Background: an optimization exercise with open tools, aiming at small area. Do not read the settings as production practice. Only simulation tests tie the RTL to the original design; equivalence was not proved. Power and IR drop assume default switching activity.

**design.v**
```verilog
package isa_pkg;
    localparam logic [5:0] OP_SPECIAL = 6'h00;
    localparam int OPCODE_MSB = 31;
    localparam int OPCODE_LSB = 26;
    localparam int RS_MSB     = 25;
    localparam int RS_LSB     = 21;
    localparam int RT_MSB     = 20;
    localparam int RT_LSB     = 16;
    localparam int RD_MSB     = 15;
    localparam int RD_LSB     = 11;
    localparam int SHAMT_MSB  = 10;
    localparam int SHAMT_LSB  = 6;
    localparam int IMM_MSB    = 15;    
    localparam int IMM_LSB    = 0;
    localparam int FUNCT_MSB  = 5;
    localparam int FUNCT_LSB  = 0;
endpackage
package core_pkg;
    localparam logic [3:0] F_ORI = 4'b1101;
endpackage
import isa_pkg::*;
import core_pkg::*;
module inst_decoder (
    input  logic [32-1:0]   inst_i,
    output logic                      legal_o,
    output logic                      special_o,    
    output logic                      a_zero_o,     
    output logic                      a_shamt_o,    
    output logic [32-1:0]     imm_o,        
    output logic                      shift_o,
    output logic [3:0]                f_o,          
    output logic [5-1:0]  dst_o
);
    logic [5:0] opcode;
    logic [5:0] funct;
    logic       lui;
    assign opcode    = inst_i[OPCODE_MSB:OPCODE_LSB];
    assign funct     = inst_i[FUNCT_MSB:FUNCT_LSB];
    assign special_o = (opcode == OP_SPECIAL);
    always_comb begin
        if (special_o) begin
            case (funct)
                6'h00, 6'h02, 6'h03, 6'h04, 6'h06, 6'h07,
                6'h21, 6'h23, 6'h24, 6'h25, 6'h26, 6'h27,
                6'h2a, 6'h2b: legal_o = 1'b1;
                default:      legal_o = 1'b0;
            endcase
        end else begin
            legal_o = (opcode[5:3] == 3'b001) && (opcode[2:0] != 3'b000);
        end
    end
    assign lui       = ~special_o & (opcode[2:0] == 3'b111);
    assign shift_o   = special_o & ~funct[5];
    assign a_shamt_o = shift_o & ~funct[2];
    assign a_zero_o  = a_shamt_o | lui;
    assign f_o       = special_o ? funct[3:0] : (lui ? F_ORI : opcode[3:0]);
    assign dst_o     = special_o ? inst_i[RD_MSB:RD_LSB] : inst_i[RT_MSB:RT_LSB];
    assign imm_o = lui ? {inst_i[IMM_MSB:IMM_LSB], 16'h0000}
                       : {{16{~opcode[2] & inst_i[IMM_MSB]}}, inst_i[IMM_MSB:IMM_LSB]};
endmodule
module reg_file (
    input  logic                      clk,
    input  logic                      rst,
    input  logic                      a_ext_i,      
    input  logic                      a_reg_i,      
    input  logic [5-1:0]  a_addr_i,
    input  logic [5-1:0]  a_ext_data_i,
    output logic [32-1:0]     a_data_o,
    input  logic                      b_ext_i,      
    input  logic [5-1:0]  b_addr_i,
    input  logic [32-1:0]     b_ext_data_i,
    output logic [32-1:0]     b_data_o,
    input  logic                      we_i,
    input  logic [5-1:0]  waddr_i,
    input  logic [32-1:0]     wdata_i
);
    localparam int NR = 32;
    localparam int W  = 32;
    logic [NR-1:1][W-1:0] regs;
    logic [NR-1:1]        a_sel;
    logic [NR-1:1]        b_sel;
    logic [NR-1:1]        w_en;
    always_comb begin
        for (int i = 1; i < NR; i++) begin
            a_sel[i] = a_reg_i && (a_addr_i == i);
            b_sel[i] = !b_ext_i && (b_addr_i == i);
            w_en[i]  = rst || (we_i && (waddr_i == i));
        end
    end
    for (genvar i = 1; i < NR; i++) begin : g_reg
        always_ff @(posedge clk) begin
            if (w_en[i]) regs[i] <= wdata_i;
        end
    end
    for (genvar k = 0; k < W; k++) begin : g_rd
        logic [NR-1:1] col;
        for (genvar i = 1; i < NR; i++) begin : g_col
            assign col[i] = regs[i][k];
        end
        if (k < 5) begin : g_a_ext
            rf_rd_bit #(.N(NR)) u_a (
                .sel_i ({a_sel, a_ext_i}),
                .d_i   ({col, a_ext_data_i[k]}),
                .y_o   (a_data_o[k])
            );
        end else begin : g_a
            rf_rd_bit #(.N(NR-1)) u_a (
                .sel_i (a_sel),
                .d_i   (col),
                .y_o   (a_data_o[k])
            );
        end
        rf_rd_bit #(.N(NR)) u_b (
            .sel_i ({b_sel, b_ext_i}),
            .d_i   ({col, b_ext_data_i[k]}),
            .y_o   (b_data_o[k])
        );
    end
endmodule
module rf_rd_bit #(
    parameter int N = 32
) (
    input  logic [N-1:0] sel_i,
    input  logic [N-1:0] d_i,
    output logic         y_o
);
    localparam int NG = (N + 2) / 3;
    logic [NG-1:0] grp_n;
    for (genvar g = 0; g < NG; g++) begin : g_grp
        if (3 * g + 2 < N) begin : g_3
            rf_aoi222 u_aoi (
                .a_i (sel_i[3*g+2:3*g]),
                .b_i (d_i[3*g+2:3*g]),
                .y_o (grp_n[g])
            );
        end else begin : g_rest
            assign grp_n[g] = ~|(sel_i[N-1:3*g] & d_i[N-1:3*g]);
        end
    end
    assign y_o = ~&grp_n;
endmodule
module rf_aoi222 (
    input  logic [2:0] a_i,
    input  logic [2:0] b_i,
    output logic       y_o
);
    assign y_o = ~|(a_i & b_i);
endmodule
module alu_exec (
    input  logic [32-1:0]     a_i,
    input  logic [32-1:0]     b_i,
    input  logic                      shift_i,
    input  logic [3:0]                f_i,
    input  logic                      kill_i,
    output logic [32-1:0]     res_o
);
    localparam int W = 32;
    logic                     sub;
    logic                     slt;
    logic                     sel_add;
    logic                     sel_slt;
    logic                     sel_logic;
    logic                     sel_shl;
    logic                     sel_shr;
    logic [W-1:0]             bx;
    logic [W-1:0]             g;
    logic [W-1:0]             p;
    logic [W:0]               c;
    logic [W-1:0]             sum;
    logic                     lt;
    logic [W-1:0]             lg;
    logic [W-1:0]             x;
    logic [W-1:0]             y;
    logic [W-1:0]             y_rev;
    logic                     fill;
    assign sub       = f_i[1] & ~f_i[2];
    assign slt       = f_i[3] & ~f_i[2] & f_i[1];
    assign sel_shl   = ~kill_i & shift_i & ~f_i[1];
    assign sel_shr   = ~kill_i & shift_i & f_i[1];
    assign sel_logic = ~kill_i & ~shift_i & f_i[2];
    assign sel_slt   = ~kill_i & ~shift_i & slt;
    assign sel_add   = ~kill_i & ~shift_i & ~f_i[2] & ~slt;
    assign bx = b_i ^ {W{sub}};
    assign g  = a_i & bx;
    assign p  = a_i ^ bx;
    always_comb begin
        logic [W:0] gg;
        logic [W:0] pp;
        gg = {g, sub};
        pp = {p, 1'b0};
        for (int l = 0; (2 << l) <= W + 1; l++) begin
            for (int i = (2 << l) - 1; i <= W; i += (2 << l)) begin
                gg[i] = gg[i] | (pp[i] & gg[i - (1 << l)]);
                pp[i] = pp[i] & pp[i - (1 << l)];
            end
        end
        for (int l = 4; l >= 0; l--) begin
            for (int i = 3 * (1 << l) - 1; i <= W; i += (2 << l)) begin
                gg[i] = gg[i] | (pp[i] & gg[i - (1 << l)]);
                pp[i] = pp[i] & pp[i - (1 << l)];
            end
        end
        c = gg;    
    end
    assign sum = p ^ c[W-1:0];
    assign lt  = f_i[0] ? ~c[W] :
                 (a_i[W-1] ^ b_i[W-1]) ? a_i[W-1] : sum[W-1];
    always_comb begin
        case (f_i[1:0])
            2'b00:   lg = g;
            2'b01:   lg = g | p;
            2'b10:   lg = p;
            default: lg = ~(g | p);
        endcase
    end
    assign fill = f_i[0] & b_i[W-1];
    always_comb begin
        for (int i = 0; i < W; i++) x[i] = sel_shl ? b_i[W-1-i] : b_i[i];
        y = x;
        for (int s = 0; s < 5; s++) begin
            if (a_i[s]) y = (y >> (1 << s)) | ~({W{1'b1}} >> (1 << s)) & {W{fill}};
        end
        for (int i = 0; i < W; i++) y_rev[i] = y[W-1-i];
    end
    assign res_o = ({W{sel_add}}   & sum)
                 | ({W{sel_logic}} & lg)
                 | ({W{sel_shr}}   & y)
                 | ({W{sel_shl}}   & y_rev)
                 | {{(W-1){1'b0}}, sel_slt & lt};
endmodule
import isa_pkg::*;
module int_core (
    input  logic                      clk,
    input  logic                      rst,
    input  logic                      inst_valid_i,
    input  logic [32-1:0]   inst_data_i,
    output logic                      wb_valid_o,
    output logic [5-1:0]  wb_addr_o,
    output logic [32-1:0]     wb_data_o,
    output logic                      illegal_o
);
    logic                      legal;
    logic                      special;
    logic                      a_zero;
    logic                      a_shamt;
    logic [32-1:0]     imm;
    logic                      shift;
    logic [3:0]                f;
    logic [5-1:0]  dst;
    logic [5-1:0]  rs;
    logic [5-1:0]  rt;
    logic [32-1:0]     rf_a;
    logic [32-1:0]     rf_b;
    logic                      fwd_a;
    logic                      fwd_b;
    logic                      ex_wb;
    logic                      ex_ill;
    logic                      ex_shift;
    logic [3:0]                ex_f;
    logic [5-1:0]  ex_dst;
    logic [32-1:0]     ex_a;
    logic [32-1:0]     ex_b;
    logic [32-1:0]     res;
    assign rs = inst_data_i[RS_MSB:RS_LSB];
    assign rt = inst_data_i[RT_MSB:RT_LSB];
    inst_decoder u_dec (
        .inst_i    (inst_data_i),
        .legal_o   (legal),
        .special_o (special),
        .a_zero_o  (a_zero),
        .a_shamt_o (a_shamt),
        .imm_o     (imm),
        .shift_o   (shift),
        .f_o       (f),
        .dst_o     (dst)
    );
    reg_file u_rf (
        .clk          (clk),
        .rst          (rst),
        .a_ext_i      (a_shamt),
        .a_reg_i      (!a_zero),
        .a_addr_i     (rs),
        .a_ext_data_i (inst_data_i[SHAMT_MSB:SHAMT_LSB]),
        .a_data_o     (rf_a),
        .b_ext_i      (!special),
        .b_addr_i     (rt),
        .b_ext_data_i (imm),
        .b_data_o     (rf_b),
        .we_i         (ex_wb),
        .waddr_i      (ex_dst),
        .wdata_i      (res)
    );
    assign fwd_a = ex_wb && !a_zero && (rs == ex_dst);
    assign fwd_b = ex_wb && special && (rt == ex_dst);
    always_ff @(posedge clk) begin
        ex_wb    <= inst_valid_i && !rst && legal && (dst != '0);
        ex_ill   <= inst_valid_i && !rst && !legal;
        ex_shift <= shift;
        ex_f     <= f;
        ex_dst   <= dst;
        ex_a     <= fwd_a ? res : rf_a;
        ex_b     <= fwd_b ? res : rf_b;
    end
    alu_exec u_exec (
        .a_i     (ex_a),
        .b_i     (ex_b),
        .shift_i (ex_shift),
        .f_i     (ex_f),
        .kill_i  (rst),
        .res_o   (res)
    );
    always_ff @(posedge clk) begin
        wb_valid_o <= ex_wb && !rst;
        illegal_o  <= ex_ill && !rst;
        wb_addr_o  <= ex_dst;
        wb_data_o  <= res;
    end
endmodule
```
**run.sh**
```bash
#!/bin/bash
# synth_recipe.tcl (not shown) runs the flow's synth.tcl, then flattens the netlist and writes it again
# the make line also repeats each setting of config.mk as NAME=value (left out here)
make -C /OpenROAD-flow-scripts/flow DESIGN_CONFIG=/design/flow/config.mk WORK_HOME=/design/flow/orfs CLKGATE_MAP_FILE= SYNTH_SCRIPT=/design/flow/synth_recipe.tcl finish
```
**config.mk**
```make
export PLATFORM = sky130hd
export DESIGN_NAME = int_core
export DESIGN_NICKNAME = int_core
export VERILOG_FILES = /design/flow/design.v
export SDC_FILE = /design/flow/constraint.sdc
export NUM_CORES = 4
export LEC_CHECK = 0
export CAP_MARGIN = 20
export CORE_MARGIN = 2
export CORE_UTILIZATION = 40
export SLEW_MARGIN = 20
export SYNTH_HIERARCHICAL = 1
```
**constraint.sdc**
```tcl
create_clock -name core_clock -period 5.5 [get_ports {clk}]
set_input_delay 1.1000 -clock core_clock [delete_from_list [all_inputs] [get_ports {clk}]]
set_output_delay 1.1000 -clock core_clock [all_outputs]
set_load 0.01 [all_outputs]
```
==> impl_metrics.json, run 1 <==
{
  "syn_nets": 3322,
  "io_pins": 74,
  "final_common_cell": "edfxtp_1",
  "syn2layout_area_growth_pct": 21.1,
  "max_freq_mhz": 188,
  "synth-seq-cells": 1107,
  "vias_per_cell": 7.50,
  "synth_area_per_cell_sq_um": 15.3,
  "finalSetupViolCount": 0,
  "maxCapViolCount": 0,
  "synthCells": 3207,
  "nNetsFinal": 3791,
  "fin_tns_setup_ns": 0,
  "drc": 0,
  "dieArea_sq_um": 126000,
  "holdPathStages": 2,
  "crit_type": "flop to flop",
  "endpoint_kind": "flop",
  "dr.pass1.iters": 15,
  "fin_worst_skew_ns": 0.0306,
  "whs_endpoint": "ex_a[26]",
  "critPathLaunchType": "flop",
  "fin_ws_ns": 0.194,
  "async_flop_share": 0,
  "mostFrequentLayoutCells": "edfxtp_1, a222oi_1, buf_4",
  "clkLatencyLatePin_ns": 0.73,
  "port_buffers": 73,
  "synth_top_area_cell": "edfxtp_1",
  "ys_types": 85,
  "grt_pass1_wl_microns": 307000,
  "crit_required_ns": 5.96,
  "die_h_microns": 355,
  "dr_total_vias": 40600,
  "grt.overflow.total": 0,
  "initial_core_util": 0.403,
  "place_ws_ns": 0.0905,
  "tightest_slew_ns": 1.43,
  "syn_area_sq_um": 49200,
  "drv_slew": 0,
  "fin_crit_sh": 0.965,
  "layoutNonFillerInstCount": 5407,
  "synth_seq_area_share": 0.653,
  "worstHoldStart": "u_rf.regs[986]",
  "cp.arrival_ns": 5.77,
  "cts.path.max_buffers": 3,
  "std_cell_rows": 128,
  "reg2regPathDepth": 20,
  "routabilityCongestion": 1.01,
  "leakage_nw": 21.5,
  "cts_root_buffer": "clkbuf_16",
  "timing.hold.ws_ns": 0.639,
  "final_antenna_net_count": 0,
  "drive_gt1_frac": 0.217,
  "hold_class": "flop to flop",
  "grt_use_total": 0.352,
  "routed_wl_microns": 229000,
  "htree_levels": 3,
  "grt_pass1_vias": 38300,
  "antenna_found_initial": 9,
  "synthFlopType": "edfxtp_1",
  "hold_viol_final": 0,
  "yosys.area.top_type_share": 0.606,
  "r2r_start": "ex_f[2]",
  "cts_hold_repair.buffers": 0,
  "synth_edf_count": 992,
  "slew_headroom": 0.0459,
  "synth-warning-count": 10,
  "clk_transition_reported_paths_ns": 0.06,
  "drt_iter0_markers": 11500,
  "cts_sinks": 1107,
  "fin_crit_ns": 5.31,
  "dp.final_hpwl_microns": 149000,
  "wl_per_cell_microns": 42.4,
  "place_inst": 5186,
  "crit_fanout": 31,
  "cts_tree": "done",
  "place_area_sq_um": 55800,
  "coreArea_sq_um": 122000,
  "dieWidth_microns": 355,
  "synth_area_leaders": "edfxtp_1, a222oi_1, dfxtp_1",
  "r2r_slack_ns": 0.19,
  "cts_buffers": 113,
  "power.density_nw_per_um2": 383,
  "startpoint": "ex_f[2]",
  "design_area_sq_um": 59500,
  "n_fill_cell": 10300,
  "grt_max_degree": 87,
  "ir_drop_uv": 285,
  "status": "finished clean",
  "worstReg2RegEnd": "u_rf.regs[832]"
}
-- routing by layer --
metal  vias up  global-route usage  wire (microns)
li1      15500                   -               -
met1     19800               0.431           75900
met2      4274               0.505           94200
met3      1036               0.154           40000
met4        12               0.232           19200
met5         -                   0              70
-- flip-flops by register name, indices dropped and copies added (netlist names), 4 cells and up --
name	cells
ex_f	4
ex_b	32
wb_addr_o	5
ex_a	32
ex_dst	5
u_rf.regs	992
wb_data_o	32
-- Yosys stat by module (local to each module, per instance), excerpt --
module	flip-flops and latches	cell area, sq um
rf_aoi222	0	10.0
alu_exec	0	6160
reg_file	992	30600
int_core	115	3430
inst_decoder	0	450
-- logic make-up after synthesis --
group	after synthesis	share of synthesized area
multiplexers	171	0.0478
buffers and inverters	192	0.0164
XOR/XNOR	55	0.00980
AO/OA/AOI/OAI	1006	0.184
AND/OR/NAND/NOR	596	0.0666
flip-flops	1107	0.653
adder cells (fa/ha/maj)	80	0.0228
-- Yosys cell counts, types with 7 or more instances --
cell type and instances:
a211oi_1 12, or4_4 38, o21ai_0 76, fa_1 16, buf_6 8, mux2_2 32, nand2_1 192, edfxtp_1 992
nand4_1 134, a21o_1 33, ha_1 64, nand4b_1 7, nor2b_1 7, mux4_2 33, a22oi_1 7, buf_1 14
a222oi_1 642, dfxtp_1 115, a21oi_1 57, o21bai_1 22, nand2b_1 9, clkbuf_1 53, a2111o_1 27, nor2_1 130
inv_1 102, nor3_1 7, xnor2_1 45, xor2_1 10, o22ai_1 21, o221ai_1 16, and2_1 18, a22o_1 37
nand3_1 11, mux2_4 36, a221o_1 18, mux2i_1 68
-- worst max-delay path, cell delays in order (launching register included) --
cell and delay (ns):
dfxtp_1 0.31, nand2b_2 0.21, buf_12 0.18, xnor2_1 0.24
inv_1 0.07, ha_1 0.31, nand2_1 0.09, or3_4 0.42
nor4_4 0.27, a211oi_2 0.09, o31a_1 0.32, a21oi_2 0.24
a221oi_2 0.11, a211o_1 0.30, fa_1 0.56, nand2_1 0.06
a211oi_1 0.23, a2111oi_0 0.10, a221o_1 0.30, a221o_2 0.41
buf_8 0.20
-- area by class of cell --
class                           count  area, sq um  share of cell area
Multi-Input combinational cell   1908        17100               0.287
Inverter                          107          403             0.00677
Antenna cell                        6         15.0            0.000252
Clock buffer                      161         3220              0.0541
Timing Repair Buffer              439         4270              0.0718
Clock inverter                     54          440             0.00740
Sequential cell                  1107        32100               0.539
Tap cell                         1625         2030              0.0341
-- worst max path at each step --
stage | slack (ns) | depth (start not counted) | to
finish | 0.19 | 20 | u_rf.regs[832]
global route | -0.01 | 20 | u_rf.regs[256]
CTS | 0.09 | 20 | u_rf.regs[832]
detailed placement | 0.09 | 20 | u_rf.regs[768]
global placement | 0.16 | 15 | ex_a[8]
floorplan | 0.15 | 22 | ex_a[0]
-- power breakdown --
part | leakage, nW | switching [mW] | total [mW] | internal, mW
combinational | 8.59 | 2.32 | 3.50 | 1.18
clock | 1.79 | 3.38 | 7.65 | 4.27
sequential | 11.1 | 0.899 | 11.7 | 10.8
-- per-stage QoR --
step	util	total power, mW
3_5_place_dp	0.458	15.1
3_3_place_gp	0.457	15.1
4_1_cts	0.488	22.7
5_1_grt	0.488	23.4
6_report	0.489	22.8
2_1_floorplan	-	13.3
-- timing repair --
| item | CTS | global route |
|---|---|---|
| endpoints found under the setup margin | 0 | 31 |
| hold endpoints to repair | 0 | 0 |
| setup buffers | 0 | 0 |
| resized for setup | 0 | 6 |
==> run 2, diff against run 1 <==
--- a/design.v
+++ b/design.v
@@ -164,3 +164,2 @@
     logic                     sel_shr;
-    logic [W-1:0]             bx;
     logic [W-1:0]             g;
@@ -171,6 +170,3 @@
     logic [W-1:0]             lg;
-    logic [W-1:0]             x;
     logic [W-1:0]             y;
-    logic [W-1:0]             y_rev;
-    logic                     fill;
     assign sub       = f_i[1] & ~f_i[2];
@@ -182,24 +178,15 @@
     assign sel_add   = ~kill_i & ~shift_i & ~f_i[2] & ~slt;
-    assign bx = b_i ^ {W{sub}};
-    assign g  = a_i & bx;
-    assign p  = a_i ^ bx;
-    always_comb begin
-        logic [W:0] gg;
-        logic [W:0] pp;
-        gg = {g, sub};
-        pp = {p, 1'b0};
-        for (int l = 0; (2 << l) <= W + 1; l++) begin
-            for (int i = (2 << l) - 1; i <= W; i += (2 << l)) begin
-                gg[i] = gg[i] | (pp[i] & gg[i - (1 << l)]);
-                pp[i] = pp[i] & pp[i - (1 << l)];
-            end
-        end
-        for (int l = 4; l >= 0; l--) begin
-            for (int i = 3 * (1 << l) - 1; i <= W; i += (2 << l)) begin
-                gg[i] = gg[i] | (pp[i] & gg[i - (1 << l)]);
-                pp[i] = pp[i] & pp[i - (1 << l)];
-            end
-        end
-        c = gg;    
-    end
+    alu_pg u_pg (
+        .a_i   (a_i),
+        .b_i   (b_i),
+        .sub_i (sub),
+        .g_o   (g),
+        .p_o   (p)
+    );
+    alu_carry u_carry (
+        .g_i  (g),
+        .p_i  (p),
+        .ci_i (sub),
+        .c_o  (c)
+    );
     assign sum = p ^ c[W-1:0];
@@ -215,16 +202,93 @@
     end
-    assign fill = f_i[0] & b_i[W-1];
+    alu_shift u_shift (
+        .d_i    (b_i),
+        .amt_i  (a_i[5-1:0]),
+        .left_i (sel_shl),
+        .fill_i (f_i[0] & b_i[W-1]),
+        .y_o    (y)
+    );
+    always_comb begin
+        for (int i = 0; i < W; i++) begin
+            res_o[i] = (sel_add   & sum[i])
+                     | (sel_logic & lg[i])
+                     | (sel_shr   & y[i])
+                     | (sel_shl   & y[W-1-i]);
+        end
+        res_o[0] = res_o[0] | (sel_slt & lt);
+    end
+endmodule
+module alu_pg (
+    input  logic [32-1:0] a_i,
+    input  logic [32-1:0] b_i,
+    input  logic                  sub_i,
+    output logic [32-1:0] g_o,
+    output logic [32-1:0] p_o
+);
+    logic [32-1:0] bx;
+    assign bx  = b_i ^ {32{sub_i}};
+    assign g_o = a_i & bx;
+    assign p_o = a_i ^ bx;
+endmodule
+module alu_carry (
+    input  logic [32-1:0] g_i,
+    input  logic [32-1:0] p_i,
+    input  logic                  ci_i,
+    output logic [32:0]   c_o
+);
+    localparam int W = 32;
     always_comb begin
-        for (int i = 0; i < W; i++) x[i] = sel_shl ? b_i[W-1-i] : b_i[i];
-        y = x;
-        for (int s = 0; s < 5; s++) begin
-            if (a_i[s]) y = (y >> (1 << s)) | ~({W{1'b1}} >> (1 << s)) & {W{fill}};
+        logic [W:0] gg;
+        logic [W:0] pp;
+        logic [W:0] gn;
+        logic [W:0] pn;
+        gg = {g_i, ci_i};
+        pp = {p_i, 1'b0};
+        for (int l = 0; (1 << l) <= W; l++) begin
+            gn = gg;
+            pn = pp;
+            for (int i = 0; i <= W; i++) begin
+                if ((i >> l) & 1) begin
+                    gn[i] = gg[i] | (pp[i] & gg[((i >> l) << l) - 1]);
+                    pn[i] = pp[i] & pp[((i >> l) << l) - 1];
+                end
+            end
+            gg = gn;
+            pp = pn;
         end
-        for (int i = 0; i < W; i++) y_rev[i] = y[W-1-i];
+        c_o = gg;
     end
-    assign res_o = ({W{sel_add}}   & sum)
-                 | ({W{sel_logic}} & lg)
-                 | ({W{sel_shr}}   & y)
-                 | ({W{sel_shl}}   & y_rev)
-                 | {{(W-1){1'b0}}, sel_slt & lt};
+endmodule
+module alu_shift (
+    input  logic [32-1:0]     d_i,
+    input  logic [5-1:0]  amt_i,
+    input  logic                      left_i,
+    input  logic                      fill_i,
+    output logic [32-1:0]     y_o
+);
+    localparam int W = 32;
+    localparam int S = 5;
+    logic [W-1:0] lvl [S+1];
+    for (genvar i = 0; i < W; i++) begin : g_in
+        alu_mux2i u_m (.a0_i(d_i[i]), .a1_i(d_i[W-1-i]), .s_i(left_i), .y_o(lvl[0][i]));
+    end
+    for (genvar s = 0; s < S; s++) begin : g_stage
+        logic fill;
+        assign fill = (s % 2 == 0) ? ~fill_i : fill_i;
+        for (genvar i = 0; i < W; i++) begin : g_bit
+            if (i + (1 << s) < W) begin : g_mid
+                alu_mux2i u_m (.a0_i(lvl[s][i]), .a1_i(lvl[s][i + (1 << s)]), .s_i(amt_i[s]), .y_o(lvl[s+1][i]));
+            end else begin : g_top
+                alu_mux2i u_m (.a0_i(lvl[s][i]), .a1_i(fill), .s_i(amt_i[s]), .y_o(lvl[s+1][i]));
+            end
+        end
+    end
+    assign y_o = lvl[S];
+endmodule
+module alu_mux2i (
+    input  logic a0_i,
+    input  logic a1_i,
+    input  logic s_i,
+    output logic y_o
+);
+    assign y_o = ~(s_i ? a1_i : a0_i);
 endmodule
==> run 2 against run 1 <==
Compared with the run above:
- still clean on timing, DRC and antenna
- flip-flop and latch count is the same
- via count shrank 5.2%
- clock power grew 5.8%
- hold slack lost 0.20 ns
- power grew 2.9%
- clock-buffer cell count shrank 6
- synthesized area shrank 1.5%
==> impl_metrics.json, run 2 <==
{
  "status": "finished clean",
  "fin_worst_skew_ns": 0.0390,
  "largest_register_ffs": 992,
  "max_freq_mhz": 209,
  "vias_per_cell": 7.42,
  "nNetsFinal": 3531,
  "coreArea_sq_um": 120000,
  "leakage_nw": 20.7,
  "clk_transition_reported_paths_ns": 0.06,
  "syn2layout_area_growth_pct": 20.3,
  "synthFlopType": "edfxtp_1",
  "drt_iter0_markers": 12000,
  "drv_slew": 0,
  "yosys.area.top_type_share": 0.615,
  "hold_class": "flop to flop",
  "dieArea_sq_um": 124000,
  "final_antenna_net_count": 0,
  "dieWidth_microns": 352,
  "power.density_nw_per_um2": 403,
  "yosys.cell_count.top_type": "edfxtp_1",
  "syn_area_sq_um": 48500,
  "critPathLaunchType": "input port",
  "grt_use_total": 0.326,
  "std_cell_rows": 127,
  "multi_input_area_sq_um": 16700,
  "max_flop_register": "u_rf.regs",
  "crit_type": "input port to flop",
  "place_area_sq_um": 54200,
  "dp.final_hpwl_microns": 139000,
  "holdPathStages": 1,
  "cp_slowest_stage_delay_ns": 0.61,
  "design_area_sq_um": 58300,
  "postCtsSetupBuffers": 0,
  "cts_hold_repair.buffers": 0,
  "reg2regPathDepth": 14,
  "syn_nets": 3103,
  "io_pins": 74,
  "final_common_cell": "edfxtp_1",
  "grt_max_degree": 69,
  "cpMaxStageDelayCell": "a222oi_1",
  "grt_pass1_wl_microns": 286000,
  "grt.overflow.total": 0,
  "r2r_start": "ex_f[1]",
  "synth_edf_count": 992,
  "r2r_slack_ns": 1.02,
  "initial_core_util": 0.404,
  "cts_tree": "done",
  "layoutNonFillerInstCount": 5182,
  "timing.hold.ws_ns": 0.443,
  "dr_total_vias": 38400,
  "post_cts_resized": 0,
  "cp.arrival_ns": 5.43,
  "mostFrequentLayoutCells": "edfxtp_1, a222oi_1, buf_4",
  "maxCapViolCount": 0,
  "routabilityCongestion": 1.04,
  "port_buffers": 73,
  "wl_per_cell_microns": 40.6,
  "htree_levels": 3,
  "synth_seq_area_share": 0.662,
  "synth-warning-count": 13,
  "crit_fanout": 18,
  "synthCells": 3036,
  "worstHoldStart": "ex_ill",
  "cts_root_buffer": "clkbuf_16",
  "endpoint_kind": "flop",
  "n_fill_cell": 10200,
  "routed_wl_microns": 210000,
  "synth_area_per_cell_sq_um": 16.0,
  "synthTopCellsByCount": "edfxtp_1, a222oi_1, mux2i_1, nor2_1, nand4_1",
  "synth_area_leaders": "edfxtp_1, a222oi_1, dfxtp_1",
  "async_flop_share": 0,
  "hold_viol_final": 0,
  "finalSetupViolCount": 0,
  "grt_pass1_vias": 36000,
  "final_util": 0.486,
  "synth_top_area_cell": "edfxtp_1",
  "dr.pass1.iters": 13,
  "fin_crit_ns": 4.78,
  "fin_crit_sh": 0.869,
  "fin_tns_setup_ns": 0,
  "synth-seq-cells": 1107,
  "tightest_slew_ns": 1.31,
  "ff_latch_area_sq_um": 32100,
  "crit_chain": "clkdlybuf4s50_1, or3_1, or4_1, nor3_4, or2_1, inv_1, nand4bb_1, buf_12, nor2_4, buf_16, a222oi_1, nand4_1, a2111o_1, mux2_2",
  "die_h_microns": 352,
  "whs_endpoint": "illegal_o",
  "clkLatencyLatePin_ns": 0.78,
  "ys_types": 84,
  "place_inst": 4954,
  "drive_gt1_frac": 0.216,
  "cts_buffers": 115,
  "cts_sinks": 1107,
  "antenna_found_initial": 11,
  "cts.path.max_buffers": 3,
  "slew_headroom": 0.125,
  "worstReg2RegEnd": "u_rf.regs[592]",
  "ir_drop_uv": 306,
  "drc": 0,
  "crit_required_ns": 6.15,
  "rsz0062_at_grt": "no"
}
## run 2: changes by cell type in the layout (fill, tap and decap cells not counted), moves of 29 or more
cell / previous run / this run
a222oi_1: 642 / 672
buf_12: 58 / 17
buf_4: 303 / 263
ha_1: 64 / 32
inv_1: 101 / 14
mux2i_1: 68 / 194
mux4_2: 33 / 0
nand2_1: 192 / 96
o21ai_0: 74 / 8
o21ai_2: 1 / 30
xnor2_1: 44 / 3
xor2_1: 10 / 68
## run 2: worst max path at each step
| stage | start | to | slack (ns) | depth (start not counted) |
|---|---|---|---|---|
| after floorplan | inst_data_i[28] | ex_b[31] | 0.64 | 11 |
| after global placement | inst_data_i[28] | ex_b[23] | 0.08 | 14 |
| after detailed placement | inst_data_i[28] | ex_b[23] | 0.09 | 14 |
| after CTS | inst_data_i[28] | ex_b[23] | 0.90 | 14 |
| after global routing | inst_data_i[28] | ex_a[3] | 0.60 | 16 |
| final | inst_data_i[26] | ex_a[16] | 0.72 | 14 |
## run 2: area by class of cell
cell class	count	area share
sequential	1107	0.551
multi-input combinational	1856	0.287
timing repair buffer	367	0.0587
clock buffer	155	0.0535
tap	1612	0.0346
clock inverter	64	0.0138
inverter	17	0.00112
antenna	4	0.000172
## run 2: report_power, final
part	switching, mW	internal [mW]
Sequential	0.897	10.9
Combinational	2.35	1.23
Clock	3.46	4.63
Total	6.72	16.8
## run 2: layer usage
metal,global-route usage,part of all wire
met2,0.444,0.40
met1,0.438,0.36
met5,0.00346,0.00049
met4,0.143,0.050
met3,0.155,0.19
## run 2: modules after synthesis (local to each module, per instance), a selection
module | flip-flops and latches | times used | cell area, sq um
reg_file | 992 | 1 | 30600
inst_decoder | 0 | 1 | 450
int_core | 115 | 1 | 3430
alu_pg | 0 | 1 | 752
alu_exec | 0 | 1 | 1950
rf_aoi222 | 0 | 640 | 10.0
alu_carry | 0 | 1 | 810
alu_shift | 0 | 1 | 3.75
alu_mux2i | 0 | 192 | 10.0
## run 2: cell families after synthesis
kind of cell    synth area share
compound gates             0.181
buf+inv                  0.00924
fa+ha+maj                0.00847
flops                      0.662
mux                       0.0649
simple gates              0.0612
xor+xnor                  0.0128
## run 2: through the flow
stage / power (mW) / setup WS [ns]
after CTS: 23.4 / 0.896
after detailed placement: 15.4 / 0.0925
after floorplan: 13.5 / 0.644
after global routing: 24.1 / 0.598
after global placement: 15.3 / 0.0835
final: 23.5 / 0.722
## run 2: critical path, delay by kind of cell
kind	cells	cell delay (ns)
buffers and inverters	4	1.07
multiplexers	1	0.30
AO/OA/AOI/OAI	2	1.03
AND/OR/NAND/NOR	7	1.90
==> run 3, diff against run 2 <==
--- a/design.v
+++ b/design.v
@@ -69,2 +69,3 @@
     input  logic                      b_ext_i,      
+    input  logic                      b_reg_i,      
     input  logic [5-1:0]  b_addr_i,
@@ -85,3 +86,3 @@
             a_sel[i] = a_reg_i && (a_addr_i == i);
-            b_sel[i] = !b_ext_i && (b_addr_i == i);
+            b_sel[i] = b_reg_i && (b_addr_i == i);
             w_en[i]  = rst || (we_i && (waddr_i == i));
@@ -169,3 +170,6 @@
     logic                     lt;
-    logic [W-1:0]             lg;
+    logic                     sel_g;
+    logic                     sel_p;
+    logic                     sel_nor;
+    logic [W-1:0]             res_r;
     logic [W-1:0]             y;
@@ -194,10 +198,2 @@
                  (a_i[W-1] ^ b_i[W-1]) ? a_i[W-1] : sum[W-1];
-    always_comb begin
-        case (f_i[1:0])
-            2'b00:   lg = g;
-            2'b01:   lg = g | p;
-            2'b10:   lg = p;
-            default: lg = ~(g | p);
-        endcase
-    end
     alu_shift u_shift (
@@ -209,10 +205,21 @@
     );
-    always_comb begin
-        for (int i = 0; i < W; i++) begin
-            res_o[i] = (sel_add   & sum[i])
-                     | (sel_logic & lg[i])
-                     | (sel_shr   & y[i])
-                     | (sel_shl   & y[W-1-i]);
-        end
-        res_o[0] = res_o[0] | (sel_slt & lt);
+    assign sel_g   = sel_logic & ~f_i[1];                  
+    assign sel_p   = sel_logic & (f_i[1:0] != 2'b00) & (f_i[1:0] != 2'b11);   
+    assign sel_nor = sel_logic & (f_i[1:0] == 2'b11);
+    assign res_o = res_r | {{(W-1){1'b0}}, sel_slt & lt};
+    for (genvar i = 0; i < W; i++) begin : g_res
+        alu_res_bit u_res (
+            .sel_sum_i (sel_add),
+            .sum_i     (sum[i]),
+            .sel_g_i   (sel_g),
+            .g_i       (g[i]),
+            .sel_p_i   (sel_p),
+            .p_i       (p[i]),
+            .sel_nor_i (sel_nor),
+            .sel_shr_i (sel_shr),
+            .shr_i     (y[i]),
+            .sel_shl_i (sel_shl),
+            .shl_i     (y[W-1-i]),
+            .res_o     (res_r[i])
+        );
     end
@@ -241,17 +248,15 @@
         logic [W:0] pp;
-        logic [W:0] gn;
-        logic [W:0] pn;
         gg = {g_i, ci_i};
         pp = {p_i, 1'b0};
-        for (int l = 0; (1 << l) <= W; l++) begin
-            gn = gg;
-            pn = pp;
-            for (int i = 0; i <= W; i++) begin
-                if ((i >> l) & 1) begin
-                    gn[i] = gg[i] | (pp[i] & gg[((i >> l) << l) - 1]);
-                    pn[i] = pp[i] & pp[((i >> l) << l) - 1];
-                end
+        for (int l = 0; (2 << l) <= W + 1; l++) begin
+            for (int i = (2 << l) - 1; i <= W; i += (2 << l)) begin
+                gg[i] = gg[i] | (pp[i] & gg[i - (1 << l)]);
+                pp[i] = pp[i] & pp[i - (1 << l)];
+            end
+        end
+        for (int l = 4; l >= 0; l--) begin
+            for (int i = 3 * (1 << l) - 1; i <= W; i += (2 << l)) begin
+                gg[i] = gg[i] | (pp[i] & gg[i - (1 << l)]);
+                pp[i] = pp[i] & pp[i - (1 << l)];
             end
-            gg = gn;
-            pp = pn;
         end
@@ -294,2 +299,24 @@
 endmodule
+module alu_res_bit (
+    input  logic sel_sum_i,
+    input  logic sum_i,
+    input  logic sel_g_i,
+    input  logic g_i,
+    input  logic sel_p_i,
+    input  logic p_i,
+    input  logic sel_nor_i,
+    input  logic sel_shr_i,
+    input  logic shr_i,
+    input  logic sel_shl_i,
+    input  logic shl_i,
+    output logic res_o
+);
+    logic n1;
+    logic n2;
+    logic nor_gp;
+    assign nor_gp = ~(g_i | p_i);
+    rf_aoi222 u_a1 (.a_i({sel_sum_i, sel_g_i, sel_p_i}), .b_i({sum_i, g_i, p_i}),       .y_o(n1));
+    rf_aoi222 u_a2 (.a_i({sel_nor_i, sel_shr_i, sel_shl_i}), .b_i({nor_gp, shr_i, shl_i}), .y_o(n2));
+    assign res_o = ~(n1 & n2);
+endmodule
 import isa_pkg::*;
@@ -344,3 +371,3 @@
         .a_ext_i      (a_shamt),
-        .a_reg_i      (!a_zero),
+        .a_reg_i      (!a_zero && !fwd_a),
         .a_addr_i     (rs),
@@ -349,2 +376,3 @@
         .b_ext_i      (!special),
+        .b_reg_i      (special && !fwd_b),
         .b_addr_i     (rt),
@@ -364,4 +392,4 @@
         ex_dst   <= dst;
-        ex_a     <= fwd_a ? res : rf_a;
-        ex_b     <= fwd_b ? res : rf_b;
+        ex_a     <= rf_a | ({32{fwd_a}} & res);    
+        ex_b     <= rf_b | ({32{fwd_b}} & res);
     end
--- a/config.mk
+++ b/config.mk
@@ -9,3 +9,5 @@
 export CORE_MARGIN = 2
-export CORE_UTILIZATION = 40
+export CORE_UTILIZATION = 45
+export CTS_CLUSTER_DIAMETER = 120
+export CTS_CLUSTER_SIZE = 24
 export SLEW_MARGIN = 20
==> run 3 against run 2 <==
Compared with the run above:
- still clean on timing, DRC and antenna
- clock-buffer cell count down 61
- fmax fell by 8.9%
- clock power down 42%
- final area fell by 6.7%
- non-clock buffer count shrank 30
- sequential share of layout area increased by 4.0 points
- worst setup slack worse by 0.47 ns
- critical endpoint is now ex_a[18]
- largest power group unchanged
==> impl_metrics.json, run 3 <==
{
  "status": "finished clean",
  "coreArea_sq_um": 105000,
  "max_freq_mhz": 191,
  "synth_top_area_cell": "edfxtp_1",
  "drt_iter0_markers": 11800,
  "cpMaxStageDelayCell": "a222oi_1",
  "io_pins": 74,
  "vias_per_cell": 8.27,
  "synth_edf_count": 992,
  "ir_drop_uv": 264,
  "synthCells": 2963,
  "synthSimpleGateAreaFrac": 0.0601,
  "cts_tree": "done",
  "finalSetupViolCount": 0,
  "cp_slowest_stage_delay_ns": 0.89,
  "crit_type": "input port to flop",
  "critPathBufInv": 2,
  "yosys.area.top_type_share": 0.624,
  "synth-adder-area-share": 0.00839,
  "place_inst": 4611,
  "wl_per_cell_microns": 47.2,
  "dieArea_sq_um": 109000,
  "layoutNonFillerInstCount": 4724,
  "fin_crit_sh": 0.954,
  "routabilityCongestion": 0.968,
  "drv_slew": 0,
  "maxCapViolCount": 0,
  "crit_required_ns": 6.12,
  "synthTopCellsByCount": "edfxtp_1, a222oi_1, mux2i_1, nand4_1, nand2_1",
  "grt_pass1_wl_microns": 301000,
  "p_total_mw": 20.3,
  "cp.arrival_ns": 5.87,
  "place_area_sq_um": 52600,
  "cts_root_buffer": "clkbuf_16",
  "postCtsSetupBuffers": 0,
  "power.density_nw_per_um2": 374,
  "ys_types": 63,
  "crit_chain": "clkdlybuf4s50_1, or3_1, or4_1, nor3_4, or2_1, a21oi_1, or4b_1, nor2_4, buf_4, a222oi_1, nand4_1, a2111o_1, a41o_1",
  "std_cell_rows": 119,
  "synth_compound_area_frac": 0.193,
  "synth_area_leaders": "edfxtp_1, a222oi_1, dfxtp_1",
  "synthMuxAreaShare": 0.0403,
  "htree_levels": 2,
  "nNetsFinal": 3349,
  "dr.pass1.iters": 15,
  "synthFlopType": "edfxtp_1",
  "clkLatencyLatePin_ns": 0.76,
  "clk_transition_reported_paths_ns": 0.10,
  "die_h_microns": 330,
  "synth_area_per_cell_sq_um": 16.1,
  "largest_register_ffs": 992,
  "synth-warning-count": 12,
  "tightest_slew_ns": 1.30,
  "synth_top_family_by_area": "compound AO/OA/AOI/OAI gates",
  "grt_pass1_vias": 36900,
  "initial_core_util": 0.453,
  "cp_top_family": "simple AND/OR/NAND/NOR gates",
  "synth_seq_area_share": 0.672,
  "mostFrequentLayoutCells": "edfxtp_1, a222oi_1, buf_4",
  "final_common_cell": "edfxtp_1",
  "synthXorXnorAreaFrac": 0.0138,
  "drc": 0,
  "async_flop_share": 0,
  "fin_crit_ns": 5.25,
  "syn2layout_area_growth_pct": 13.9,
  "hold_viol_final": 0,
  "cts_hold_repair.buffers": 0,
  "yosys.cell_count.top_type": "edfxtp_1",
  "grt.overflow.total": 0,
  "dr_total_vias": 39100,
  "crit_fanout": 24,
  "fin_worst_skew_ns": 0.0646,
  "grt_max_degree": 41,
  "hold_class": "flop to flop",
  "routed_wl_microns": 223000,
  "endpoint_kind": "flop",
  "n_fill_cell": 8622,
  "post_cts_resized": 0,
  "antenna_found_initial": 18,
  "max_flop_register": "u_rf.regs",
  "timing.hold.ws_ns": 0.463,
  "drive_gt1_frac": 0.145,
  "cts_sinks": 1107,
  "dp.final_hpwl_microns": 146000,
  "synth-seq-cells": 1107,
  "fin_tns_setup_ns": 0,
  "rsz0062_at_grt": "no",
  "syn_area_sq_um": 47700,
  "port_buffers": 73,
  "cts_buffers": 54,
  "slew_headroom": 0.136,
  "syn_nets": 3030,
  "critPathLaunchType": "input port",
  "leakage_nw": 19.3,
  "final_antenna_net_count": 0,
  "grt_use_total": 0.401,
  "design_area_sq_um": 54300,
  "dieWidth_microns": 330,
  "cts.path.max_buffers": 3
}
-- run 3: cell count changes after synthesis, sizes merged, moves of 31 or more --
cell,before,now
mux2,95,0
a41o,0,65
a21oi,82,19
nand2,98,131
a222oi,672,704
o21ai,40,9
-- run 3: layout make-up --
| type | instances | area [sq um] | share of cell area |
|---|---|---|---|
| Clock inverter | 7 | 126 | 0.00233 |
| Clock buffer | 94 | 1500 | 0.0276 |
| Sequential cell | 1107 | 32100 | 0.591 |
| Tap cell | 1391 | 1740 | 0.0320 |
| Antenna cell | 6 | 15.0 | 0.000276 |
| Inverter | 15 | 57.6 | 0.00106 |
| Multi-Input combinational cell | 1767 | 15800 | 0.290 |
| Timing Repair Buffer | 337 | 3040 | 0.0559 |
-- run 3: stage by stage --
stage	utilization	worst slack (ns)
6_report	0.516	0.253
5_1_grt	0.516	0.219
4_1_cts	0.515	0.455
3_5_place_dp	0.499	-0.283
3_3_place_gp	0.498	-0.235
2_1_floorplan	-	0.190
-- run 3: power breakdown --
part	leakage (nW)	internal [mW]	total, mW	switching (mW)
combinational	7.39	1.10	3.51	2.40
sequential	11.1	11.1	12.1	0.987
clock	0.768	1.91	4.72	2.81
-- run 3: kinds of logic after synthesis --
family,Yosys count
AO/OA/AOI/OAI,959
multiplexers,192
adder cells (fa/ha/maj),32
flip-flops,1107
XOR/XNOR,75
buffers and inverters,89
AND/OR/NAND/NOR,509
-- run 3: worst paths after layout --
path	depth (start not counted)	startpoint	endpoint	slack, ns
max	13	inst_data_i[26]	ex_a[18]	0.25
min	1	ex_ill	illegal_o	0.46
max reg2reg	14	ex_f[1]	ex_b[31]	0.72
min reg2reg	1	ex_ill	illegal_o	0.46
-- run 3: per-module statistics from Yosys (local to each module, per instance), a selection --
module / cells inside / times used / flops+latches / area [sq um]
alu_shift: 1 / 1 / 0 / 3.75
rf_aoi222: 1 / 704 / 0 / 10.0
alu_pg: 68 / 1 / 0 / 752
alu_res_bit: 2 / 32 / 0 / 7.51
int_core: 225 / 1 / 115 / 3280
alu_carry: 122 / 1 / 0 / 704
alu_exec: 82 / 1 / 0 / 623
inst_decoder: 77 / 1 / 0 / 450
alu_mux2i: 1 / 192 / 0 / 10.0
reg_file: 1135 / 1 / 992 / 30600
-- run 3: metal layers --
layer  wire, microns  up-vias  share of wire  track usage
met5             305        -         0.0014       0.0126
met4           15900       20          0.071        0.230
met3           38800      912           0.17        0.178
met2           90900     4300           0.41        0.563
met1           76900    19300           0.35        0.515
li1                -    14500              -            -
==> run 4, diff against run 3 <==
==> flow/run.sh (new file) <==
#!/bin/bash
# Own layout flow: the standard flow (standard.sh) with two knobs ORFS
# reads from the environment:
#  - port buffers use the smallest buffer cell instead of the default pick;
#  - clock tree: larger sink clusters and no dummy loads.
# Every input and output port is still buffered, and the clock tree is built
# by TritonCTS as usual. make's full output goes to flow_make.log here; each
# ORFS step also keeps its own log under orfs/logs/.
set -euo pipefail
export BUFFER_PORTS_ARGS="-buffer_cell sky130_fd_sc_hd__buf_1"
export CTS_ARGS="-sink_clustering_enable -repair_clock_nets -sink_clustering_size 24 -sink_clustering_max_diameter 120 -dont_use_dummy_load"
bash standard.sh > flow_make.log 2>&1
==> standard.sh (new file) <==
#!/bin/bash
# synth_recipe.tcl (not shown) runs the flow's synth.tcl, then flattens the netlist and writes it again
# the make line also repeats each setting of config.mk as NAME=value (left out here)
make -C /OpenROAD-flow-scripts/flow DESIGN_CONFIG=/design/flow/config.mk WORK_HOME=/design/flow/orfs CLKGATE_MAP_FILE= SYNTH_SCRIPT=/design/flow/synth_recipe.tcl "${@:-finish}"
--- a/config.mk
+++ b/config.mk
@@ -7,8 +7,6 @@
 export LEC_CHECK = 0
-export CAP_MARGIN = 20
+export CAP_MARGIN = 5
 export CORE_MARGIN = 2
 export CORE_UTILIZATION = 45
-export CTS_CLUSTER_DIAMETER = 120
-export CTS_CLUSTER_SIZE = 24
-export SLEW_MARGIN = 20
+export SLEW_MARGIN = 5
 export SYNTH_HIERARCHICAL = 1
removed: run.sh
==> run 4 against run 3 <==
Compared with the run above:
- the layout now fails its checks (capacitance limit, slew limit)
- clock-buffer cell count fell by 41
- critical path type unchanged
- critical endpoint is now ex_a[26]
- non-clock buffer count down 83
- clock power decreased by 8.3%
- largest power group unchanged
- highest routed layer unchanged
==> impl_metrics.json, run 4 <==
{
  "syn_area_sq_um": 47700,
  "largest_register_ffs": 992,
  "hold_viol_final": 0,
  "cts.path.max_buffers": 3,
  "nNetsFinal": 3265,
  "status": "finished with violations",
  "crit_type": "input port to flop",
  "finalSetupViolCount": 0,
  "dieWidth_microns": 330,
  "io_pins": 74,
  "antenna_found_initial": 12,
  "worstReg2RegEnd": "ex_a[26]",
  "fin_crit_sh": 0.943,
  "routabilityCongestion": 1.01,
  "holdPathStages": 1,
  "endpoint_kind": "flop",
  "slew_headroom": -0.0337,
  "synth_area_per_cell_sq_um": 16.1,
  "final_util": 0.501,
  "initial_core_util": 0.453,
  "rsz0062_at_grt": "no",
  "synth-seq-cells": 1107,
  "synth_top_area_cell": "edfxtp_1",
  "async_flop_share": 0,
  "ys_types": 63,
  "cts_root_buffer": "clkbuf_16",
  "dr_total_vias": 39200,
  "ir_drop_uv": 253,
  "std_cell_rows": 119,
  "port_buffers": 73,
  "grt_max_degree": 65,
  "clkLatencyLatePin_ns": 0.73,
  "whs_endpoint": "illegal_o",
  "mostFrequentLayoutCells": "edfxtp_1, a222oi_1, mux2i_1",
  "dp.final_hpwl_microns": 134000,
  "violations": "capacitance limit, slew limit",
  "synthTopCellsByCount": "edfxtp_1, a222oi_1, mux2i_1, nand4_1, nand2_1",
  "cts_hold_repair.buffers": 0,
  "leakage_nw": 18.5,
  "cp.arrival_ns": 5.83,
  "grt_use_total": 0.400,
  "max_freq_mhz": 193,
  "p_total_mw": 19.7,
  "hold_class": "flop to flop",
  "r2r_slack_ns": 0.71,
  "cts_sinks": 1107,
  "maxCapViolCount": 1,
  "coreArea_sq_um": 105000,
  "fin_worst_skew_ns": 0.0894,
  "dieArea_sq_um": 109000,
  "post_cts_resized": 0,
  "drv_slew": 22,
  "fin_crit_ns": 5.19,
  "grt.overflow.total": 0,
  "syn_nets": 3030,
  "yosys.area.top_type_share": 0.624,
  "design_area_sq_um": 52800,
  "vias_per_cell": 8.54,
  "clk_transition_reported_paths_ns": 0.10,
  "final_common_cell": "edfxtp_1",
  "grt_pass1_wl_microns": 298000,
  "critPathLaunchType": "input port",
  "final_antenna_net_count": 0,
  "synthCells": 2963,
  "power.density_nw_per_um2": 373,
  "r2r_start": "ex_dst[1]",
  "htree_levels": 2,
  "synth-warning-count": 12,
  "synth_seq_area_share": 0.672,
  "synthFlopType": "edfxtp_1",
  "worstHoldStart": "ex_ill",
  "cts_buffers": 53,
  "cts_tree": "done",
  "routed_wl_microns": 224000,
  "fin_tns_setup_ns": 0,
  "drc": 0,
  "syn2layout_area_growth_pct": 10.6,
  "yosys.cell_count.top_type": "edfxtp_1",
  "wl_per_cell_microns": 48.8,
  "timing.hold.ws_ns": 0.479,
  "drive_gt1_frac": 0.123,
  "synth_edf_count": 992,
  "drt_iter0_markers": 13400,
  "grt_pass1_vias": 36500,
  "tightest_slew_ns": 1.55,
  "dr.pass1.iters": 15,
  "max_flop_register": "u_rf.regs",
  "synth_area_leaders": "edfxtp_1, a222oi_1, dfxtp_1",
  "place_area_sq_um": 51400,
  "crit_fanout": 20,
  "crit_required_ns": 6.15,
  "die_h_microns": 330,
  "reg2regPathDepth": 10,
  "postCtsSetupBuffers": 0
}
[run 4: worst max-delay path, cell delays in order]
cell and delay [ns]:
buf_1 0.21, or3_1 0.21, or4_1 0.49, nor3_4 0.06, or2_1 0.24, a21oi_1 0.48
nand4b_1 0.51, nor2_4 1.18, buf_4 0.52, a222oi_1 0.24, nand4_1 0.15, a2111o_1 0.27
a41o_1 0.14
[run 4: kinds of logic after synthesis]
kind of cell | after synthesis | share of synthesized area
AND/OR/NAND/NOR | 509 | 0.0601
flip-flops | 1107 | 0.672
buffers and inverters | 89 | 0.0118
adder cells (fa/ha/maj) | 32 | 0.00839
XOR/XNOR | 75 | 0.0138
multiplexers | 192 | 0.0403
AO/OA/AOI/OAI | 959 | 0.193
[run 4: report_power, final]
group	internal, mW	switching [mW]
combinational	0.986	2.36
clock	1.72	2.61
sequential	11.1	0.939
total	13.8	5.91
[run 4: how the worst max path moves through the flow]
stage,from,to,slack (ns),depth (start not counted)
global route,inst_data_i[26],ex_a[26],0.47,13
global placement,inst_data_i[26],ex_a[26],0.19,13
finish,inst_data_i[26],ex_a[26],0.31,13
detailed placement,inst_data_i[26],ex_a[26],0.05,13
CTS,inst_data_i[26],ex_a[26],0.75,13
floorplan,inst_data_i[28],ex_b[0],0.19,14
[run 4: area by class of cell]
class / count / area (sq um)
Sequential cell: 1107 / 32100
Timing Repair Buffer: 254 / 1760
Fill cell: 8625 / 52500
Tap cell: 1391 / 1740
Antenna cell: 8 / 20.0
Clock buffer: 53 / 1330
Inverter: 15 / 57.6
Multi-Input combinational cell: 1767 / 15800
[run 4: routing by layer]
| layer | share of wire | vias to the layer above | GRT usage |
|---|---|---|---|
| met5 | 0.0012 | - | 0.0135 |
| met4 | 0.083 | 16 | 0.263 |
| met3 | 0.19 | 1064 | 0.185 |
| met2 | 0.39 | 4781 | 0.533 |
| met1 | 0.34 | 19000 | 0.518 |
| li1 | - | 14300 | - |
[run 4: modules after synthesis (local to each module, per instance), a selection]
| module | copies in the design | cells inside | flip-flops and latches | cell area [sq um] |
|---|---|---|---|---|
| alu_pg | 1 | 68 | 0 | 752 |
| rf_aoi222 | 704 | 1 | 0 | 10.0 |
| alu_shift | 1 | 1 | 0 | 3.75 |
| inst_decoder | 1 | 77 | 0 | 450 |
| alu_mux2i | 192 | 1 | 0 | 10.0 |
| alu_exec | 1 | 82 | 0 | 623 |
[run 4: through the flow]
stage               cells  setup WS (ns)
floorplan            2963          0.190
global placement     4534          0.193
detailed placement   4534         0.0500
CTS                  4587          0.751
global route         4587          0.470
finish               4595          0.315
==> run 5, diff against run 4 <==
--- a/config.mk
+++ b/config.mk
@@ -7,6 +7,7 @@
 export LEC_CHECK = 0
-export CAP_MARGIN = 5
+export CAP_MARGIN = 20
 export CORE_MARGIN = 2
 export CORE_UTILIZATION = 45
-export SLEW_MARGIN = 5
+export PLACE_DENSITY = 0.72
+export SLEW_MARGIN = 20
 export SYNTH_HIERARCHICAL = 1
==> run 5 against run 4 <==
Compared with the run above:
- the run now finishes clean
- first-iteration DRC count up 4.4%
- worst setup slack better by 0.23 ns
- register-to-register slack better by 0.25 ns
- fmax up 4.7%
- utilization down 0.15 points
- sequential share of layout area up 0.18 points
- final area down 0.30%
- critical path depth down 1
- highest routed layer unchanged
==> impl_metrics.json, run 5 <==
{
  "status": "finished clean",
  "coreArea_sq_um": 105000,
  "crit_fanout": 21,
  "yosys.cell_count.top_type": "edfxtp_1",
  "clk_transition_reported_paths_ns": 0.09,
  "pwr-share-comb": 0.167,
  "grt_pass1_vias": 36500,
  "drv_slew": 0,
  "max_freq_mhz": 202,
  "hold_viol_final": 0,
  "leakage_nw": 18.4,
  "drive_gt1_frac": 0.117,
  "die_h_microns": 330,
  "dp.final_hpwl_microns": 125000,
  "cts_buffers": 53,
  "synth_top_area_cell": "edfxtp_1",
  "endpoint_kind": "flop",
  "postCtsSetupBuffers": 0,
  "yosys.area.top_type_share": 0.624,
  "synth_area_per_cell_sq_um": 16.1,
  "cts_root_buffer": "clkbuf_16",
  "async_flop_share": 0,
  "dr.pass1.iters": 23,
  "largest_register_ffs": 992,
  "synthFlopType": "edfxtp_1",
  "vias_per_cell": 8.44,
  "grt_max_degree": 65,
  "fin_crit_ns": 4.95,
  "synth_area_leaders": "edfxtp_1, a222oi_1, dfxtp_1",
  "dieWidth_microns": 330,
  "cp.arrival_ns": 5.50,
  "drc": 0,
  "std_cell_rows": 119,
  "cts_tree": "done",
  "drt_iter0_markers": 14000,
  "fin_crit_sh": 0.900,
  "grt.overflow.total": 0,
  "cp_slowest_stage_delay_ns": 1.07,
  "tightest_slew_ns": 1.30,
  "dieArea_sq_um": 109000,
  "ys_types": 63,
  "syn_area_sq_um": 47700,
  "wl_per_cell_microns": 43.8,
  "synthTopCellsByCount": "edfxtp_1, a222oi_1, mux2i_1, nand4_1, nand2_1",
  "htree_levels": 2,
  "p_int_mw": 13.8,
  "cts_hold_repair.buffers": 0,
  "slew_headroom": 0.136,
  "post_cts_resized": 0,
  "nNetsFinal": 3245,
  "synth-seq-cells": 1107,
  "ir_drop_uv": 280,
  "cts.path.max_buffers": 3,
  "maxCapViolCount": 0,
  "rsz0062_at_grt": "no",
  "power.density_nw_per_um2": 373,
  "syn_nets": 3030,
  "final_antenna_net_count": 0,
  "r2r_slack_ns": 0.96,
  "grt_use_total": 0.357,
  "fin_tns_setup_ns": 0,
  "syn2layout_area_growth_pct": 10.3,
  "crit_chain": "buf_1, or3_1, or4_1, clkinv_2, inv_1, a21oi_1, nand4_1, nor2_4, a222oi_1, nand4_1, or4_4, a41o_1",
  "max_flop_register": "u_rf.regs",
  "swShare": 0.298,
  "final_common_cell": "edfxtp_1",
  "p_total_mw": 19.6,
  "synth_seq_area_share": 0.672,
  "place_inst": 4514,
  "layoutNonFillerInstCount": 4572,
  "cts_sinks": 1107,
  "n_fill_cell": 8637,
  "crit_path_frequent_cell": "nand4_1",
  "critPathLaunchType": "input port",
  "routed_wl_microns": 200000,
  "cpMaxStageDelayCell": "nor2_4",
  "dr_total_vias": 38600,
  "crit_type": "input port to flop",
  "routabilityCongestion": 1.01,
  "grt_pass1_wl_microns": 273000,
  "power_frac_seq": 0.615,
  "synthCells": 2963,
  "antenna_found_initial": 10,
  "switchingPower_mw": 5.85,
  "mostFrequentLayoutCells": "edfxtp_1, a222oi_1, mux2i_1",
  "finalSetupViolCount": 0,
  "crit_required_ns": 6.05,
  "clkLatencyLatePin_ns": 0.73,
  "clkPwrFrac": 0.217,
  "io_pins": 74,
  "fin_worst_skew_ns": 0.106,
  "synth_edf_count": 992,
  "port_buffers": 73,
  "initial_core_util": 0.453,
  "hold_class": "flop to flop",
  "synth-warning-count": 12
}
==> run 5: cell families (layout without fill, tap and decap cells) <==
kind of cell,count (synthesis),in the layout,synth area share
flip-flops,1107,1107,0.672
buffers and inverters,89,302,0.0118
AND/OR/NAND/NOR,509,509,0.0601
XOR/XNOR,75,75,0.0138
adder cells (fa/ha/maj),32,32,0.00839
AO/OA/AOI/OAI,959,959,0.193
multiplexers,192,192,0.0403
other,0,5,0
==> run 5: final timing paths <==
check                                startpoint         to  depth (start not counted)
worst max-delay path            inst_data_i[26]   ex_b[11]                         12
worst min-delay path                     ex_ill  illegal_o                          1
worst max register to register        ex_dst[4]   ex_a[24]                         10
worst min register to register           ex_ill  illegal_o                          1
==> run 5: layout make-up <==
class | instances | area (sq um) | share of cell area
diodes | 5 | 12.5 | 0.000238
clock buffers | 53 | 1330 | 0.0252
inverters | 15 | 57.6 | 0.00109
multi-input cells | 1767 | 15800 | 0.300
flip-flops and latches | 1107 | 32100 | 0.610
well taps | 1391 | 1740 | 0.0331
repair buffers | 234 | 1600 | 0.0305
==> run 5: through the flow <==
stage / hold slack (ns) / cell area, sq um / setup slack, ns / util
3_3_place_gp: 0.422 / 51200 / 0.240 / 0.487
5_1_grt: 0.468 / 52600 / 0.620 / 0.500
4_1_cts: 0.443 / 52600 / 0.843 / 0.500
2_1_floorplan: 0.396 / 47700 / 0.190 / -
6_report: 0.438 / 52600 / 0.549 / 0.500
3_5_place_dp: 0.426 / 51300 / 0.151 / 0.487
==> run 5: per-layer routing <==
layer  routed length, microns  GRT usage  up-vias  part of all wire
met2                    80700      0.506     4676              0.40
met5                      191    0.00652        -           0.00095
met3                    39500      0.171     1226              0.20
met1                    62900      0.438    18400              0.31
li1                         -          -    14300                 -
met4                    16900      0.220       12             0.084
==> run 5: Yosys stat by module (local to each module, per instance), a selection <==
| module | flops+latches | cell area [sq um] | cells inside |
|---|---|---|---|
| reg_file | 992 | 30600 | 1135 |
| int_core | 115 | 3280 | 225 |
| alu_pg | 0 | 752 | 68 |
| alu_carry | 0 | 704 | 122 |
| alu_exec | 0 | 623 | 82 |
| inst_decoder | 0 | 450 | 77 |
| alu_mux2i | 0 | 10.0 | 1 |
| rf_aoi222 | 0 | 10.0 | 1 |
| alu_res_bit | 0 | 7.51 | 2 |
| alu_shift | 0 | 3.75 | 1 |
==> run 5: worst max-delay path: cells and delay by family <==
family	cells	cell delay, ns
AOI/OAI and AO/OA	3	1.03
buffers and inverters	3	0.37
and+or+nand+nor	6	2.99
==> run 5: power by group through the flow <==
stage	combinational [mW]	sequential [mW]	clock (mW)
after global routing	3.41	12.1	4.51
after detailed placement	3.14	12.2	0
final	3.28	12.1	4.27
after floorplan	1.87	11.8	0
after CTS	3.15	12.0	4.24
after global placement	3.10	12.1	0
==> run 6, diff against run 5 <==
--- a/config.mk
+++ b/config.mk
@@ -10,3 +10,2 @@
 export CORE_UTILIZATION = 45
-export PLACE_DENSITY = 0.72
 export SLEW_MARGIN = 20
==> run 6 against run 5 <==
Compared with the run above:
- fmax is 0.10% lower
- critical path depth is 2 higher
- critical path type unchanged
- non-clock buffer count increased by 27
- largest power group unchanged
- synthesized cell count unchanged
- flip-flop and latch count unchanged
==> impl_metrics.json, run 6 <==
{
  "fin_crit_sh": 0.901,
  "synthTopCellsByCount": "edfxtp_1, a222oi_1, mux2i_1, nand4_1, nand2_1",
  "routed_wl_microns": 223000,
  "antenna_found_initial": 11,
  "routabilityCongestion": 1.01,
  "r2r_start": "ex_f[1]",
  "tightest_slew_ns": 1.33,
  "fin_worst_skew_ns": 0.0889,
  "r2r_slack_ns": 0.73,
  "largest_register_ffs": 992,
  "synthCells": 2963,
  "yosys.area.top_type_share": 0.624,
  "ir_drop_uv": 298,
  "wl_per_cell_microns": 48.5,
  "die_h_microns": 330,
  "synth-warning-count": 12,
  "hold_viol_final": 0,
  "synth-seq-cells": 1107,
  "drv_slew": 0,
  "ys_types": 63,
  "p_total_mw": 19.7,
  "grt.overflow.total": 0,
  "cts_sinks": 1107,
  "slew_headroom": 0.111,
  "rsz0062_at_grt": "no",
  "crit_required_ns": 6.10,
  "vias_per_cell": 8.56,
  "dr.pass1.iters": 22,
  "final_common_cell": "edfxtp_1",
  "dieWidth_microns": 330,
  "fin_crit_ns": 4.96,
  "drive_gt1_frac": 0.125,
  "critPathLaunchType": "input port",
  "maxCapViolCount": 0,
  "crit_type": "input port to flop",
  "power.density_nw_per_um2": 371,
  "std_cell_rows": 119,
  "drc": 0,
  "dieArea_sq_um": 109000,
  "leakage_nw": 18.6,
  "grt_pass1_vias": 36100,
  "final_antenna_net_count": 0,
  "worstReg2RegEnd": "ex_a[0]",
  "nNetsFinal": 3272,
  "cp.arrival_ns": 5.55,
  "postCtsSetupBuffers": 0,
  "htree_levels": 2,
  "status": "finished clean",
  "grt_pass1_wl_microns": 297000,
  "dr_total_vias": 39400,
  "reg2regPathDepth": 14,
  "cts.path.max_buffers": 3,
  "cts_root_buffer": "clkbuf_16",
  "synth_area_per_cell_sq_um": 16.1,
  "grt_max_degree": 65,
  "cts_tree": "done",
  "syn_area_sq_um": 47700,
  "drt_iter0_markers": 14100,
  "yosys.cell_count.top_type": "edfxtp_1",
  "endpoint_kind": "flop",
  "cts_buffers": 53,
  "grt_use_total": 0.398,
  "io_pins": 74,
  "clk_transition_reported_paths_ns": 0.10,
  "post_cts_resized": 0,
  "fin_tns_setup_ns": 0,
  "port_buffers": 73,
  "crit_fanout": 13,
  "synth_area_leaders": "edfxtp_1, a222oi_1, dfxtp_1",
  "mostFrequentLayoutCells": "edfxtp_1, a222oi_1, mux2i_1",
  "clkLatencyLatePin_ns": 0.73,
  "syn_nets": 3030,
  "startpoint": "inst_data_i[26]",
  "coreArea_sq_um": 105000,
  "synth_seq_area_share": 0.672,
  "syn2layout_area_growth_pct": 11.0,
  "final_util": 0.503,
  "max_flop_register": "u_rf.regs",
  "synth_edf_count": 992,
  "crit_end": "ex_a[26]",
  "cts_hold_repair.buffers": 0,
  "async_flop_share": 0,
  "synthFlopType": "edfxtp_1",
  "max_freq_mhz": 202,
  "finalSetupViolCount": 0,
  "initial_core_util": 0.453,
  "dp.final_hpwl_microns": 134000,
  "synth_top_area_cell": "edfxtp_1",
  "hold_class": "flop to flop"
}
[run 6: power by group]
| part | switching, mW | leakage [nW] | internal (mW) |
|---|---|---|---|
| clock | 2.59 | 0.653 | 1.72 |
| sequential | 0.935 | 11.1 | 11.1 |
| combinational | 2.36 | 6.81 | 0.991 |
[run 6: metrics by stage]
step | instance area, sq um | instances | setup slack, ns | hold WS, ns
2_1_floorplan | 47700 | 2963 | 0.190 | 0.396
3_3_place_gp | 51400 | 4534 | 0.193 | 0.430
3_5_place_dp | 51500 | 4538 | 0.0909 | 0.463
4_1_cts | 52900 | 4591 | 0.801 | 0.477
5_1_grt | 52900 | 4594 | 0.522 | 0.475
6_report | 53000 | 4606 | 0.544 | 0.465
[run 6: Yosys stat by module (local to each module, per instance), a selection]
module	copies in the design	cells	flip-flops and latches	area [sq um]
reg_file	1	1135	992	30600
int_core	1	225	115	3280
alu_pg	1	68	0	752
alu_carry	1	122	0	704
alu_exec	1	82	0	623
inst_decoder	1	77	0	450
alu_mux2i	192	1	0	10.0
rf_aoi222	704	1	0	10.0
alu_res_bit	32	2	0	7.51
alu_shift	1	1	0	3.75
[run 6: cell families after synthesis]
group,share of synthesized area
compound gates,0.193
xor+xnor,0.0138
fa+ha+maj,0.00839
buf+inv,0.0118
flops,0.672
mux,0.0403
simple gates,0.0601
[run 6: layout make-up]
class / count / area [sq um]
Timing Repair Buffer: 261 / 1920
Inverter: 15 / 57.6
Clock buffer: 53 / 1330
Multi-Input combinational cell: 1767 / 15800
Fill cell: 8591 / 52300
Antenna cell: 12 / 30.0
Tap cell: 1391 / 1740
Sequential cell: 1107 / 32100
[run 6: worst min path at each step]
stage | start | endpoint | slack (ns) | cells past startpoint
4_1_cts | ex_ill | illegal_o | 0.48 | 1
6_report | ex_ill | illegal_o | 0.47 | 1
5_1_grt | ex_ill | illegal_o | 0.48 | 1
2_1_floorplan | ex_dst[1] | wb_addr_o[1] | 0.40 | 0
3_3_place_gp | ex_ill | illegal_o | 0.43 | 1
3_5_place_dp | ex_ill | illegal_o | 0.46 | 1
[run 6: routing by layer]
layer / part of all wire / track usage / up-vias
li1: - / - / 14300
met1: 0.34 / 0.520 / 19200
met2: 0.39 / 0.533 / 4838
met3: 0.19 / 0.189 / 1056
met4: 0.077 / 0.242 / 18
met5: 0.00083 / 0.00217 / -
[run 6: worst max-delay path: stages]
cell,delay [ns]
buf_1,0.13
or3_1,0.42
or4_1,0.71
nor3_4,0.24
or2_1,0.15
a21oi_1,0.12
nand4b_1,0.43
nor2_4,0.23
buf_16,0.27
buf_4,0.28
a222oi_1,0.58
nand4_1,0.17
a2111o_1,0.43
a41o_1,0.25

-- re-timing with driven ports --
Ports are ideal in the flow. The routed layouts listed here were re-timed in OpenROAD.
Step 1 (the two cells are an assumption about what drives the block):
set clk [get_ports {clk}]
set_driving_cell -lib_cell sky130_fd_sc_hd__clkbuf_16 $clk
set_driving_cell -lib_cell sky130_fd_sc_hd__buf_2 [delete_from_list [all_inputs] $clk]
Step 2 moves the port delays by t, midway between the first and last clock arrival at a register: inputs arrive t later, outputs are due t later. That takes back most of the time a late clock gives input paths.
Three values: ideal, step 1, step 2; two values: the first two.
| run | t, ns | slack for setup (ns) | worst setup path after step 2 | slew at the worst register clock pin (ns) | pins driven straight from the clock port |
|---|---|---|---|---|---|
| run 1 | 0.788 | 0.194 / 0.194 / -0.083 | input to register | 0.07 / 0.07 | 1 |
| run 2 | 0.837 | 0.722 / 0.776 / -0.061 | input to register | 0.07 / 0.07 | 1 |
| run 3 | 0.800 | 0.253 / 0.303 / -0.497 | input to register | 0.11 / 0.11 | 1 |
| run 4 | 0.757 | 0.315 / 0.360 / -0.397 | input to register | 0.11 / 0.11 | 1 |
| run 5 | 0.750 | 0.549 / 0.601 / -0.149 | input to register | 0.10 / 0.10 | 1 |
| run 6 | 0.758 | 0.544 / 0.587 / -0.171 | input to register | 0.11 / 0.11 | 1 |
The setup slack of run 2, which loses most, moves by +0.054 ns with the drivers and by -0.783 ns with both steps.
